What follows belongs to an exercise in optimizing a design on an open flow for small area and a short achievable clock period; a production flow would make more cautious choices. Where RTL was checked, it was by simulation tests only, not by an equivalence proof against the original. Power figures rest on the tool's default switching activity, not on a simulated workload.

alpha:
// trace_capture_buf
module trace_capture_buf #(
  parameter  int DATA_W = 32,
  parameter  int DEPTH  = 64,
  localparam int ADDR_W = $clog2(DEPTH)
) (
  input  logic              clk,
  input  logic              rst,
  input  logic              arm,
  input  logic [ADDR_W:0]   post_cnt,
  input  logic              sample_en,
  input  logic [DATA_W-1:0] sample_data,
  input  logic              trig,
  output logic [1:0]        state,
  output logic [ADDR_W:0]   count,
  output logic              wrapped,
  output logic              rd_valid,
  output logic [DATA_W-1:0] rd_data,
  output logic              rd_last,
  input  logic              rd_ready
);
  localparam logic [1:0] S_IDLE = 2'd0;
  localparam logic [1:0] S_PRE  = 2'd1;
  localparam logic [1:0] S_POST = 2'd2;
  localparam logic [1:0] S_DUMP = 2'd3;
  localparam logic [ADDR_W:0] DEPTH_C = (ADDR_W+1)'(DEPTH);
  localparam logic [ADDR_W:0] ONE_C   = (ADDR_W+1)'(1);
  logic [1:0]          state_q;
  logic [ADDR_W-1:0]   wr_ptr_q;    
  logic [ADDR_W:0]     count_q;
  logic                wrapped_q;
  logic [ADDR_W:0]     win_q;       
  logic [ADDR_W-1:0]   rd_ptr_q;    
  logic                rd_valid_q;
  logic [DATA_W-1:0]   rd_data_q;
  logic                rd_last_q;
  logic [DATA_W-1:0]   mem_q [DEPTH];
  wire capt  = (state_q == S_PRE) || (state_q == S_POST);
  wire smp   = capt && sample_en;
  wire full  = (count_q == DEPTH_C);
  wire win1  = (win_q == ONE_C);
  wire trg   = (state_q == S_PRE) ? trig : 1'b1;    
  wire dump  = (state_q == S_DUMP);
  wire more  = !(rd_valid_q && rd_last_q);
  wire adv   = dump && (!rd_valid_q || rd_ready);
  wire ld    = adv && more;
  wire enter = smp && trg && win1;
  wire [ADDR_W:0] post_clamp = (post_cnt == '0)     ? ONE_C :
                               (post_cnt > DEPTH_C) ? DEPTH_C : post_cnt;
  logic [DATA_W-1:0] rd_mux;
  always_comb begin
    rd_mux = '0;
    for (int i = 0; i < DEPTH; i++)
      rd_mux = rd_mux | (mem_q[i] & {DATA_W{rd_ptr_q == ADDR_W'(i)}});
  end
  always_ff @(posedge clk) begin
    if (rst) begin
      state_q    <= S_IDLE;
      count_q    <= '0;
      wrapped_q  <= 1'b0;
      rd_valid_q <= 1'b0;
    end else begin
  ...
For scale: about 2100 flip-flops, roughly 89 I/O pins, ~77000 um2 of cells after synthesis.
==> flow/config.mk <==
export PLATFORM = sky130hd
export DESIGN_NAME = trace_capture_buf
export DESIGN_NICKNAME = trace_capture_buf
export VERILOG_FILES = /design/flow/design.v
export SDC_FILE = /design/flow/constraint.sdc
export NUM_CORES = 4
export LEC_CHECK = 0
export CAP_MARGIN = 20
export CORE_MARGIN = 2
export CORE_UTILIZATION = 40
export SLEW_MARGIN = 20
==> flow/constraint.sdc <==
create_clock -name core_clock -period 4.5 [get_ports {clk}]
set_input_delay 0.9000 -clock core_clock [delete_from_list [all_inputs] [get_ports {clk}]]
set_output_delay 0.9000 -clock core_clock [all_outputs]
set_load 0.01 [all_outputs]
run.sh (not shown) runs the stock make flow with config.mk's settings and CLKGATE_MAP_FILE= SYNTH_SCRIPT=/design/flow/synth_recipe.tcl, a recipe that flattens the netlist after the stock synthesis.
The following lists how beta was set up differently from alpha:
- SETUP_SLACK_MARGIN now 2.3, previously not set
## What came out
In the tables for beta and alpha, first-iteration DRC count reads lower with alpha.
Against alpha, relative slew slack in beta came out better.
Number of instances resized during post-cts repair sits higher in beta than in alpha.
Count of clock-buffer cells in the layout (beta vs. alpha) decreases by a few percent
Taking alpha as the reference, in beta wire length has increased; met1 layer usage reported by global route saw an increase; final antenna diode count rose by 1; clock power has remained practically unchanged; number of gates on the worst path with buffers counted went up by 2.
No functional check of the RTL was part of any run of this note.


The RTL this note starts from:
==> flow/design.v <==
module trace_capture_buf #(
  parameter  int DATA_W = 32,
  parameter  int DEPTH  = 64,
  localparam int ADDR_W = $clog2(DEPTH)
) (
  input  logic              clk,
  input  logic              rst,
  input  logic              arm,
  input  logic [ADDR_W:0]   post_cnt,
  input  logic              sample_en,
  input  logic [DATA_W-1:0] sample_data,
  input  logic              trig,
  output logic [1:0]        state,
  output logic [ADDR_W:0]   count,
  output logic              wrapped,
  output logic              rd_valid,
  output logic [DATA_W-1:0] rd_data,
  output logic              rd_last,
  input  logic              rd_ready
);
  localparam logic [1:0] S_IDLE = 2'd0;
  localparam logic [1:0] S_PRE  = 2'd1;
  localparam logic [1:0] S_POST = 2'd2;
  localparam logic [1:0] S_DUMP = 2'd3;
  localparam logic [ADDR_W:0] DEPTH_C = (ADDR_W+1)'(DEPTH);
  localparam logic [ADDR_W:0] ONE_C   = (ADDR_W+1)'(1);
  localparam int LO_B = 3;
  localparam int LO_W = 1 << LO_B;       
  localparam int HI_W = DEPTH / LO_W;    
  logic [1:0]          state_q;
  logic [ADDR_W:0]     count_q;
  logic                wrapped_q;
  logic [ADDR_W:0]     win_q;       
  logic [LO_W-1:0]     rlo_q;       
  logic [HI_W-1:0]     rhi_q;       
  logic                rd_valid_q;
  logic [DATA_W-1:0]   rd_data_q;
  logic                rd_last_q;
  logic [DATA_W-1:0]   mem_q [DEPTH];
  wire capt  = (state_q == S_PRE) || (state_q == S_POST);
  wire smp   = capt && sample_en;
  wire full  = (count_q == DEPTH_C);
  wire win1  = (win_q == ONE_C);
  wire trg   = (state_q == S_PRE) ? trig : 1'b1;    
  wire dump  = (state_q == S_DUMP);
  wire more  = !(rd_valid_q && rd_last_q);
  wire adv   = dump && (!rd_valid_q || rd_ready);
  wire ld    = adv && more;
  wire enter = smp && trg && win1;
  wire [ADDR_W:0] post_clamp = (post_cnt == '0)     ? ONE_C :
                               (post_cnt > DEPTH_C) ? DEPTH_C : post_cnt;
  wire [ADDR_W-1:0] first = full ? ADDR_W'(DEPTH - 1) : count_q[ADDR_W-1:0];
  logic [DATA_W-1:0] grp [HI_W];
  logic [DATA_W-1:0] rd_mux;
  always_comb begin
    for (int g = 0; g < HI_W; g++) begin
      grp[g] = '0;
      for (int j = 0; j < LO_W; j++)
        grp[g] = grp[g] | (mem_q[g*LO_W+j] & {DATA_W{rlo_q[j]}});
    end
    rd_mux = rd_data_q & {DATA_W{!ld}};
    for (int g = 0; g < HI_W; g++)
      rd_mux = rd_mux | (grp[g] & {DATA_W{rhi_q[g] && ld}});
  end
  always_ff @(posedge clk) begin
    if (rst) begin
      state_q    <= S_IDLE;
      count_q    <= '0;
      wrapped_q  <= 1'b0;
      rd_valid_q <= 1'b0;
    end else begin
      case (state_q)
        S_IDLE: if (arm) begin
          state_q   <= S_PRE;
          count_q   <= '0;
          wrapped_q <= 1'b0;
        end
        S_PRE, S_POST: if (sample_en) begin
          if (full) wrapped_q <= 1'b1;
          else      count_q   <= count_q + ONE_C;
          if (trg) state_q <= win1 ? S_DUMP : S_POST;
        end
        default: if (adv) begin
          rd_valid_q <= more;
          if (!more) state_q <= S_IDLE;
        end
      endcase
    end
  end
  always_ff @(posedge clk) begin
    if (state_q == S_IDLE && arm)
      win_q <= post_clamp;
    if (smp && trg)
      win_q <= win_q - ONE_C;
    if (enter) begin
      rlo_q <= LO_W'(1) << first[LO_B-1:0];
      rhi_q <= HI_W'(1) << first[ADDR_W-1:LO_B];
    end
    rd_data_q <= rd_mux;
    if (ld) begin
      rd_last_q <= rlo_q[0] && rhi_q[0];
      rlo_q     <= {rlo_q[0], rlo_q[LO_W-1:1]};
      if (rlo_q[0]) rhi_q <= {rhi_q[0], rhi_q[HI_W-1:1]};
    end
  end
  always_ff @(posedge clk) begin
    if (smp) begin
      mem_q[0] <= sample_data;
      for (int i = 1; i < DEPTH; i++)
        mem_q[i] <= mem_q[i-1];
    end
  end
  assign state    = state_q;
  assign count    = count_q;
  assign wrapped  = wrapped_q;
  assign rd_valid = rd_valid_q;
  assign rd_data  = rd_data_q;
  assign rd_last  = rd_last_q;
endmodule
export LEC_CHECK = 0
export CAP_MARGIN = 20
export CORE_MARGIN = 2
export CORE_UTILIZATION = 40
export CTS_CLUSTER_DIAMETER = 80
export CTS_CLUSTER_SIZE = 24
export SETUP_SLACK_MARGIN = 2.3
export SLEW_MARGIN = 20
create_clock -name core_clock -period 4.5 [get_ports {clk}]
Edit:
--- a/flow/config.mk
+++ b/flow/config.mk
@@ -9,6 +9,6 @@
 export CORE_MARGIN = 2
 export CORE_UTILIZATION = 40
-export CTS_CLUSTER_DIAMETER = 80
-export CTS_CLUSTER_SIZE = 24
+export CTS_CLUSTER_DIAMETER = 100
+export CTS_CLUSTER_SIZE = 30
 export SETUP_SLACK_MARGIN = 2.3
 export SLEW_MARGIN = 20
The new run completed with no timing, DRC or antenna violations.
Flip-flop and latch count is unchanged.
Non-clock buffer count shrinks by 71.
Cell count went down by 1.7%.
Synthesized area is unchanged.
Core utilization went down by 1.1 points.
Wire length came out lower by 2.3%.
Worst setup slack is better by 0.12 ns.
Sequential share of layout area goes up by 1.7 points.
Sequential power hardly moves.
Edit:
--- a/flow/config.mk
+++ b/flow/config.mk
@@ -9,6 +9,4 @@
 export CORE_MARGIN = 2
 export CORE_UTILIZATION = 40
-export CTS_CLUSTER_DIAMETER = 100
-export CTS_CLUSTER_SIZE = 30
 export SETUP_SLACK_MARGIN = 2.3
 export SLEW_MARGIN = 20
Wire length climbs by 4.7%.
Worst setup slack got worse by 0.12 ns.
Area after synthesis is unchanged.
Design area went up by 6.3%.
Clock power grows by 82%.
Edit:
--- a/flow/config.mk
+++ b/flow/config.mk
@@ -9,4 +9,6 @@
 export CORE_MARGIN = 2
 export CORE_UTILIZATION = 40
+export CTS_CLUSTER_DIAMETER = 70
+export CTS_CLUSTER_SIZE = 27
 export SETUP_SLACK_MARGIN = 2.3
 export SLEW_MARGIN = 20
Effect:
- critical path depth is higher by 1
- count of clock-buffer cells in the layout went down by 146
- synthesized area does not change
- utilization decreases by 1.9 points
- hold slack improved by 0.0037 ns
- die area stays the same
- global-route usage drops by 2.0 points
- wire length decreases by 4.1%
- fmax rises by 3.5%

-- separate check: timing with driven ports --
Ports are ideal in the flow. The routed layouts listed here were re-timed in OpenROAD.
Step 1: set_driving_cell puts a clkbuf_16 on clk and a buf_2 on each other input, an assumption about the parent block.
Step 2 also shifts input and output timing later by t, the mid clock arrival at the registers, as if the neighbouring blocks saw the same clock.
Three values: ideal ports, drivers, drivers and shift; two values: the first two.
run	t (ns)	slack for setup (ns)	pins driven straight from the clock port
alpha	0.925	0.462 / 0.462 / 0.462	1
beta	0.913	1.337 / 1.337 / 1.327	1
the first run of note 2	0.851	2.060 / 2.060 / 1.482	1
the second run of note 2	0.830	2.177 / 2.124 / 1.520	1
the third run of note 2	0.925	2.059 / 2.059 / 1.462	1
the fourth run of note 2	0.853	2.142 / 2.123 / 1.495	1
After both steps setup and hold are still met in every run listed. The setup slack of the second run of note 2, which loses most, moves by -0.053 ns with the drivers and by -0.657 ns with both steps.
